Context: an optimization exercise on an open-source flow, tuned for small area, a short achievable clock period and few clock cycles per item. The choices shown serve that exercise and are no tape-out recipe. In this exercise RTL edits were held to simulation tests only and were not proved equivalent to the original. Power figures rest on the tool's default switching activity, not on a simulated workload.

==> design.v <==
package kplt_pkg;
	localparam int DEPTH_DEF        = 64;
	localparam int PAYLOAD_BITS_DEF = 32;
	localparam int CMD_W  = 3;
	localparam int KEY_W  = 31;
	localparam int PAY_W  = 32;
	localparam int POS_W  = 6;
	localparam int STAT_W = 2;
	localparam int CNT_W  = 7;
	localparam logic [CMD_W-1:0] CMD_APPEND     = 3'd0;
	localparam logic [CMD_W-1:0] CMD_FIND       = 3'd1;
	localparam logic [CMD_W-1:0] CMD_REMOVE_KEY = 3'd2;
	localparam logic [CMD_W-1:0] CMD_REMOVE_IDX = 3'd3;
	localparam logic [CMD_W-1:0] CMD_READ_IDX   = 3'd4;
	localparam logic [STAT_W-1:0] STAT_OK        = 2'd0;
	localparam logic [STAT_W-1:0] STAT_NOT_FOUND = 2'd1;
	localparam logic [STAT_W-1:0] STAT_RANGE     = 2'd2;
	localparam logic [STAT_W-1:0] STAT_FULL      = 2'd3;
	typedef enum logic [1:0] {
		S_IDLE,
		S_MATCH,
		S_RESOLVE
	} state_t;
	typedef struct packed {
		logic             match_en;
		logic             by_key;
		logic             by_index;
		logic             append_en;
		logic             shift_en;
		logic [KEY_W-1:0] key;
		logic [POS_W-1:0] pos;
	} cell_ctl_t;
endpackage
module kplt_cell #(
	parameter int IDX = 0,
	parameter int CW  = 7,
	parameter int EW  = 6,
	parameter int SW  = 32
) (
	input  logic                       clk,
	input  logic                       arst_n,
	input  kplt_pkg::cell_ctl_t        ctl,
	input  logic [CW-1:0]              count,
	input  logic [SW-1:0]              new_pay,
	input  logic                       ge,
	input  logic [kplt_pkg::KEY_W-1:0] nb_key,
	input  logic [SW-1:0]              nb_pay,
	output logic [kplt_pkg::KEY_W-1:0] key,
	output logic [SW-1:0]              pay,
	output logic                       hit
);
	logic [kplt_pkg::KEY_W-1:0] key_q;
	logic [SW-1:0]              pay_q;
	logic                       hit_s2;
	logic                       below;
	logic                       at_end;
	logic                       pos_eq;
	logic                       hit_d;
	assign below  = CW'(IDX) < count;
	assign at_end = CW'(IDX) == count;
	assign pos_eq = EW'(ctl.pos) == EW'(IDX);
	assign hit_d  = below && ((ctl.by_key && (key_q == ctl.key)) || (ctl.by_index && pos_eq));
	always_ff @(posedge clk or negedge arst_n) begin
		if (!arst_n) begin
			hit_s2 <= 1'b0;
		end else if (ctl.match_en) begin
			hit_s2 <= hit_d;
		end
	end
	always_ff @(posedge clk) begin
		if (ctl.append_en && at_end) begin
			key_q <= ctl.key;
			pay_q <= new_pay;
		end else if (ctl.shift_en && ge) begin
			key_q <= nb_key;
			pay_q <= nb_pay;
		end
	end
	assign key = key_q;
	assign pay = pay_q;
	assign hit = hit_s2;
endmodule
module keyed_packed_list_table_top #(
	parameter int DEPTH        = kplt_pkg::DEPTH_DEF,
	parameter int PAYLOAD_BITS = kplt_pkg::PAYLOAD_BITS_DEF
) (
	input  logic                        clk,
	input  logic                        arst_n,
	input  logic                        req_valid,
	output logic                        req_ready,
	input  logic [kplt_pkg::CMD_W-1:0]  req_command,
	input  logic [kplt_pkg::KEY_W-1:0]  req_entry_key,
	input  logic [kplt_pkg::PAY_W-1:0]  req_entry_payload,
	input  logic [kplt_pkg::POS_W-1:0]  req_position,
	output logic                        rsp_valid,
	input  logic                        rsp_ready,
	output logic [kplt_pkg::STAT_W-1:0] rsp_status,
	output logic [kplt_pkg::POS_W-1:0]  rsp_found_position,
	output logic [kplt_pkg::KEY_W-1:0]  rsp_found_key,
	output logic [kplt_pkg::PAY_W-1:0]  rsp_found_payload,
	output logic [kplt_pkg::CNT_W-1:0]  rsp_entry_count
);
	localparam int AW  = $clog2(DEPTH);
	localparam int CW  = $clog2(DEPTH + 1);
	localparam int EW  = (AW > kplt_pkg::POS_W) ? AW : kplt_pkg::POS_W;
	localparam int CEW = (CW > kplt_pkg::CNT_W) ? CW : kplt_pkg::CNT_W;
	localparam int SW  = (PAYLOAD_BITS < kplt_pkg::PAY_W) ? PAYLOAD_BITS : kplt_pkg::PAY_W;
	kplt_pkg::state_t state_q, state_d;
	logic [kplt_pkg::CMD_W-1:0]  cmd_s1;
	logic [kplt_pkg::KEY_W-1:0]  key_s1;
	logic [SW-1:0]               pay_s1;
	logic [kplt_pkg::POS_W-1:0]  pos_s1;
	logic [CW-1:0]               count_q;
	logic [CW-1:0]               count_d;
	logic                        out_valid_q;
	logic [kplt_pkg::STAT_W-1:0] out_status_q;
	logic [kplt_pkg::POS_W-1:0]  out_pos_q;
	logic [kplt_pkg::KEY_W-1:0]  out_key_q;
	logic [kplt_pkg::PAY_W-1:0]  out_pay_q;
	logic [kplt_pkg::CNT_W-1:0]  out_count_q;
	logic                        req_fire;
	logic                        out_free;
	logic                        resolve_go;
	logic                        ready_c;
	logic                        by_key;
	logic                        by_index;
	logic                        is_remove;
	logic                        full;
	logic                        any_hit;
	logic                        report;
	logic [DEPTH-1:0]            v;
	logic [DEPTH-1:0]            oh;
	logic [DEPTH-1:0]            ge;
	logic [kplt_pkg::KEY_W-1:0]  cell_key [DEPTH];
	logic [SW-1:0]               cell_pay [DEPTH];
	logic [AW-1:0]               at;
	logic [EW-1:0]               at_ext;
	logic [CEW-1:0]              cnt_ext;
	logic [kplt_pkg::KEY_W-1:0]  sel_key;
	logic [SW-1:0]               sel_pay;
	logic [kplt_pkg::STAT_W-1:0] status_c;
	kplt_pkg::cell_ctl_t         ctl;
	assign req_fire   = req_valid && req_ready;
	assign out_free   = !out_valid_q || rsp_ready;
	assign resolve_go = (state_q == kplt_pkg::S_RESOLVE) && out_free;
	assign by_key    = (cmd_s1 == kplt_pkg::CMD_FIND) || (cmd_s1 == kplt_pkg::CMD_REMOVE_KEY);
	assign by_index  = (cmd_s1 == kplt_pkg::CMD_REMOVE_IDX) || (cmd_s1 == kplt_pkg::CMD_READ_IDX);
	assign is_remove = (cmd_s1 == kplt_pkg::CMD_REMOVE_KEY) || (cmd_s1 == kplt_pkg::CMD_REMOVE_IDX);
	assign full      = count_q == CW'(DEPTH);
	assign any_hit = |v;
	assign oh      = v & (~v + DEPTH'(1));
	assign ge      = ~(oh - DEPTH'(1));
	assign report  = (by_key || by_index) && any_hit;
	always_comb begin
		ctl.match_en  = state_q == kplt_pkg::S_MATCH;
		ctl.by_key    = by_key;
		ctl.by_index  = by_index;
		ctl.append_en = resolve_go && (cmd_s1 == kplt_pkg::CMD_APPEND) && !full;
		ctl.shift_en  = resolve_go && is_remove && any_hit;
		ctl.key       = key_s1;
		ctl.pos       = pos_s1;
	end
	for (genvar i = 0; i < DEPTH; i++) begin : g_cell
		logic [kplt_pkg::KEY_W-1:0] nb_key;
		logic [SW-1:0]              nb_pay;
		if (i == DEPTH - 1) begin : g_tail
			assign nb_key = '0;
			assign nb_pay = '0;
		end else begin : g_body
			assign nb_key = cell_key[i+1];
			assign nb_pay = cell_pay[i+1];
		end
		kplt_cell #(
			.IDX (i),
			.CW  (CW),
			.EW  (EW),
			.SW  (SW)
		) u_cell (
			.clk     (clk),
			.arst_n  (arst_n),
			.ctl     (ctl),
			.count   (count_q),
			.new_pay (pay_s1),
			.ge      (ge[i]),
			.nb_key  (nb_key),
			.nb_pay  (nb_pay),
			.key     (cell_key[i]),
			.pay     (cell_pay[i]),
			.hit     (v[i])
		);
	end
	always_comb begin
		at      = '0;
		sel_key = '0;
		sel_pay = '0;
		for (int i = 0; i < DEPTH; i++) begin
			if (oh[i]) begin
				at      = at | AW'(i);
				sel_key = sel_key | cell_key[i];
				sel_pay = sel_pay | cell_pay[i];
			end
		end
	end
	always_comb begin
		case (cmd_s1)
			kplt_pkg::CMD_APPEND:     status_c = full ? kplt_pkg::STAT_FULL : kplt_pkg::STAT_OK;
			kplt_pkg::CMD_FIND,
			kplt_pkg::CMD_REMOVE_KEY: status_c = any_hit ? kplt_pkg::STAT_OK
				: kplt_pkg::STAT_NOT_FOUND;
			kplt_pkg::CMD_REMOVE_IDX,
			kplt_pkg::CMD_READ_IDX:   status_c = any_hit ? kplt_pkg::STAT_OK
				: kplt_pkg::STAT_RANGE;
			default:                  status_c = kplt_pkg::STAT_OK;
		endcase
	end
	always_comb begin
		if (ctl.append_en) begin
			count_d = count_q + CW'(1);
		end else if (ctl.shift_en) begin
			count_d = count_q - CW'(1);
		end else begin
			count_d = count_q;
		end
	end
	assign at_ext  = EW'(at);
	assign cnt_ext = CEW'(count_d);
	always_comb begin
		state_d = state_q;
		ready_c = 1'b0;
		case (state_q)
			kplt_pkg::S_IDLE: begin
				ready_c = 1'b1;
				if (req_valid) begin
					state_d = kplt_pkg::S_MATCH;
				end
			end
			kplt_pkg::S_MATCH: begin
				state_d = kplt_pkg::S_RESOLVE;
			end
			kplt_pkg::S_RESOLVE: begin
				ready_c = out_free;
				if (out_free) begin
					state_d = req_valid ? kplt_pkg::S_MATCH : kplt_pkg::S_IDLE;
				end
			end
			default: begin
				state_d = kplt_pkg::S_IDLE;
			end
		endcase
	end
	assign req_ready = ready_c;
	always_ff @(posedge clk or negedge arst_n) begin
		if (!arst_n) begin
			state_q     <= kplt_pkg::S_IDLE;
			count_q     <= '0;
			out_valid_q <= 1'b0;
		end else begin
			state_q <= state_d;
			count_q <= count_d;
			if (resolve_go) begin
				out_valid_q <= 1'b1;
			end else if (rsp_ready) begin
				out_valid_q <= 1'b0;
			end
		end
	end
	always_ff @(posedge clk) begin
		if (req_fire) begin
			cmd_s1 <= req_command;
			key_s1 <= req_entry_key;
			pay_s1 <= req_entry_payload[SW-1:0];
			pos_s1 <= req_position;
		end
	end
	always_ff @(posedge clk) begin
		if (resolve_go) begin
			out_status_q <= status_c;
			out_pos_q    <= report ? at_ext[kplt_pkg::POS_W-1:0] : '0;
			out_key_q    <= report ? sel_key : '0;
			out_pay_q    <= report ? kplt_pkg::PAY_W'(sel_pay) : '0;
			out_count_q  <= cnt_ext[kplt_pkg::CNT_W-1:0];
		end
	end
	assign rsp_valid          = out_valid_q;
	assign rsp_status         = out_status_q;
	assign rsp_found_position = out_pos_q;
	assign rsp_found_key      = out_key_q;
	assign rsp_found_payload  = out_pay_q;
	assign rsp_entry_count    = out_count_q;
endmodule
==> run.sh <==
#!/bin/bash
# synth_recipe.tcl (not shown) runs the flow's synth.tcl, then flattens the netlist and writes it again
# the make line also repeats each setting of config.mk as NAME=value (left out here)
make -C /OpenROAD-flow-scripts/flow DESIGN_CONFIG=/design/flow/config.mk WORK_HOME=/design/flow/orfs CLKGATE_MAP_FILE= SYNTH_SCRIPT=/design/flow/synth_recipe.tcl finish
==> constraint.sdc <==
create_clock -name core_clock -period 7.0 [get_ports {clk}]
set_input_delay 1.4000 -clock core_clock [delete_from_list [all_inputs] [get_ports {clk}]]
set_output_delay 1.4000 -clock core_clock [all_outputs]
set_load 0.01 [all_outputs]
==> config.mk <==
export PLATFORM = sky130hd
export DESIGN_NAME = keyed_packed_list_table_top
export DESIGN_NICKNAME = keyed_packed_list_table_top
export VERILOG_FILES = /design/flow/design.v
export SDC_FILE = /design/flow/constraint.sdc
export NUM_CORES = 8
export LEC_CHECK = 0
export CAP_MARGIN = 20
export CORE_MARGIN = 2
export CORE_UTILIZATION = 30
export PLACE_DENSITY = 0.45
export SLEW_MARGIN = 20
==> run notes <==
==> area by class of cell <==
cell class | count | area, µm² | area share
flip-flops and latches | 4256 | 127000 | 0.475
multi-input cells | 10992 | 98100 | 0.366
clock buffers | 716 | 14600 | 0.0544
well taps | 10174 | 12700 | 0.0475
repair buffers | 1302 | 12100 | 0.0450
clock inverters | 273 | 2460 | 0.00919
diodes | 233 | 583 | 0.00217
inverters | 44 | 165 | 0.000616
==> synthesized netlist by cell type, drive strengths merged (51+ instances only) <==
cell     number  share of area
o22ai        51         0.0014
mux2       3966           0.19
a22oi       713          0.023
a22o        298          0.011
nand4       539          0.015
nand2       497         0.0081
nand3       264         0.0058
xor2        664          0.025
and2         68         0.0019
a31oi        61         0.0017
nor2        223         0.0036
o21ai       234         0.0051
o2bb2ai      58         0.0022
dfrtp        74         0.0081
a32oi        72         0.0027
edfxtp     4182           0.55
nor4        368          0.011
nor3        203         0.0046
and3        186         0.0051
a222oi      167         0.0073
clkbuf     1280          0.021
a221o        66         0.0029
a221oi      262          0.010
buf         394         0.0077
a21oi       161         0.0035
xnor2      1326          0.051
and4         59         0.0023
==> power groups by stage <==
| stage | sequential (mW) | clock, mW | combinational (mW) |
|---|---|---|---|
| after global routing | 27.8 | 29.5 | 3.57 |
| after floorplan | 28.3 | 0 | 1.53 |
| final | 27.8 | 28.6 | 3.66 |
| after detailed placement | 28.4 | 0 | 3.45 |
| after global placement | 28.4 | 0 | 3.47 |
| after CTS | 27.8 | 28.6 | 3.46 |
==> stage by stage <==
step,cells,util
floorplan,16966,-
global placement,26731,0.327
detailed placement,26754,0.328
CTS,27743,0.350
global route,27850,0.351
finish,27990,0.351
==> routing by layer <==
| layer | vias to the layer above | track usage | part of all wire |
|---|---|---|---|
| li1 | 67334 | - | - |
| met4 | 86 | 0.372 | 0.11 |
| met2 | 16980 | 0.593 | 0.41 |
| met3 | 4610 | 0.135 | 0.12 |
| met5 | - | 0 | 0.00045 |
| met1 | 99973 | 0.494 | 0.36 |
==> registers in the layout, summed over array words and instances, names as in the netlist <==
| name | flops |
|---|---|
| state_q | 2 |
| out_valid_q | 1 |
| g_cell.u_cell.key_q | 1984 |
| pay_s1 | 32 |
| out_pos_q | 6 |
| cmd_s1 | 3 |
| out_status_q | 2 |
| g_cell.u_cell.hit_s2 | 64 |
| out_key_q | 31 |
| g_cell.u_cell.pay_q | 2048 |
| key_s1 | 31 |
| pos_s1 | 6 |
| out_count_q | 7 |
| out_pay_q | 32 |
| count_q | 7 |
==> worst paths after layout <==
check / from / end / cells after the start / slack (ps)
hold reg to reg: out_valid_q / out_valid_q / 2 / 520
max in group asynchronous: arst_n / g_cell[4].u_cell.hit_s2 / 2 / 5270
min in group core_clock: out_valid_q / out_valid_q / 2 / 520
setup / recovery: g_cell[0].u_cell.hit_s2 / out_pay_q[23] / 10 / 760
setup reg to reg: g_cell[0].u_cell.hit_s2 / out_pay_q[23] / 10 / 760
hold / removal: arst_n / state_q[0] / 1 / 190
==> cells by family after synthesis <==
kind of cell,share of synthesized area
DFF,0.555
and+or+nand+nor,0.0622
AOI/OAI and AO/OA,0.0830
buffers and inverters,0.0293
xor gates and xnor gates,0.0759
adders and majority gates,0.000327
muxes,0.194
==> metrics.md <==
| Metric | Value |
|---|---|
| Status | `no timing/DRC/antenna violations` |
| Overflow after GRT | `0` |
| Area Overhead vs Synth | `16.7%` |
| Seq/Total Area, Yosys | `0.555` |
| Largest net degree at the start of global routing | `70` |
| Max Slew Vio Count | `0` |
| Clock Skew | `94.4 ps` |
| Worst Path Required | `7830 ps` |
| Via count | `188,983` |
| Row count | `321` |
| CTS resizes | `0` |
| Final net count | `17,228` |
| Hold slack final | `193 ps` |
| WL final | `1670 mm` |
| Peak supply drop | `0.287 mV` |
| RePlAce Congestion | `1.08` |
| Syn Inst Count | `16,966` |
| Cell Area, Synth | `0.230 mm²` |
| Total negative slack | `0 ps` |
| Post-DP HPWL | `1260 mm` |
| Sequential share of power | `0.463` |
| Avg Cell Area, Syn | `13.5 µm²` |
| Crit path buf inv count | `3` |
| Crit. End Element | `register` |
| Yosys warnings | `67` |
| PwrDens | `224 mW/mm²` |
| Most frequent cells in the layout | `edfxtp_1 (4,182), mux2_2 (3,966), xnor2_1 (1,321)` |
| Die W | `879 µm` |
| DRC | `0` |
| Ys flop type | `edfxtp_1` |
| Post-synthesis cell type count | `87` |
| Clk network pwr share | `0.476` |
| Dpl ws | `1240 ps` |
| Top delay family on crit path | `simple AND/OR/NAND/NOR gates` |
| Root Buffer | `clkbuf_16` |
| Drt first pass iters | `7` |
| I/O pins | `156` |
| Commonest non-fill, non-tap cell in the layout | `edfxtp_1` |
| Die height | `879 µm` |
| Final min period | `6240 ps` |
| Core box area | `0.764 mm²` |
| Final WS setup | `760 ps` |
| CTS Hold Bufs | `0` |
| Fillers | `74,400` |
| Endpoints failing setup | `0` |
| Post-route cell area | `0.268 mm²` |
| Number of synthesized register bits | `4,256` |
| MaxCap Viol Count | `0` |
| Worst slew pin tran | `1360 ps` |
| DR WL/cell | `59.6 µm` |
| RSZ-0062 raised after global routing | `false` |
| Clock transition at path regs | `60 ps` |
| Post-route ant nets | `0` |
| First-pass GRT wire length | `2070 mm` |
| Final period util | `0.891` |
| Hold crit path type | `in2async` |
| TritonCTS Sinks | `4,256` |
| Critical Path AT | `7070 ps` |
| Delay of the slowest critical-path stage | `890 ps` |
| Die footprint | `0.773 mm²` |
| TritonCTS buffer count | `550` |
| Vias in the first global route | `172,553` |
| Ys async rst share | `0.0174` |
| Post-synth net total | `17,048` |
| Total Power | `60.1 mW` |
| H-Tree Depth | `6` |
| Clock Latency Late Sink | `1190 ps` |
| Leak Pwr | `86.0 nW` |
| Clock Path Buffers | `4` |
| CP cell instances | `nor3_2, buf_4, nand4_1, buf_4, nor4_2, buf_4, nand2_1, nand4_1, nor4_1, a31oi_1` |
| Net Sw Power | `15.9 mW` |
| Cell Int Power | `44.2 mW` |
| Setup Fix Bufs, Post-CTS | `0` |
| Most used cell, CP | `buf_4` |
| Worst relative slew slack | `0.0926` |
| Area after DPL | `0.250 mm²` |
| Initial antenna violation count | `321` |
| Crit-path max FO | `15` |
| Logic pwr share | `0.061` |
| Initial DRC Count | `38,038` |
| Port bufs | `155` |
| Vias per std cell | `6.75` |
| Fin. Hold Viols | `0` |
| Crit path kind | `reg2reg` |
| Sw frac | `0.265` |
| FMAX | `0.160 GHz` |
| GR Util All Layers | `0.414` |
| CTS tree | `done` |
| Slowest stage cell on the critical path | `nand4_1` |
| CP startpoint kind | `register` |
| Post-synth EDFFs | `4,182` |
| Share of cells above drive strength 1 | `0.355` |
| Initial core utilization | `0.301` |
Testbench counts, summed over its fixed seeds: cycles 9,616, items 4,800.

[what the ideal ports hide]
Ports are ideal in the flow. The routed layout listed here was re-timed in OpenROAD. Step 1, drivers: a clkbuf_16 drives clk and a buf_2 each remaining input, both assumed. Step 2 adds t to the input delays and takes it off the output delays; t is the mean of the earliest and latest rising clock arrival at the registers after step 1. Input paths then give back, and output paths get back, about the clock's delay inside the block. a / b / c = ideal / step 1 / step 2; a / b = the first two.
shift t [ns]: 1.296
slack for setup (ns): 0.760 / 0.760 / 0.760
hold WS [ns]: 0.193 / 0.062 / 0.521
After both steps setup and hold are still met in this run. The setup slack of this run moves by 0.000 ns with the drivers and by 0.000 ns with both steps.
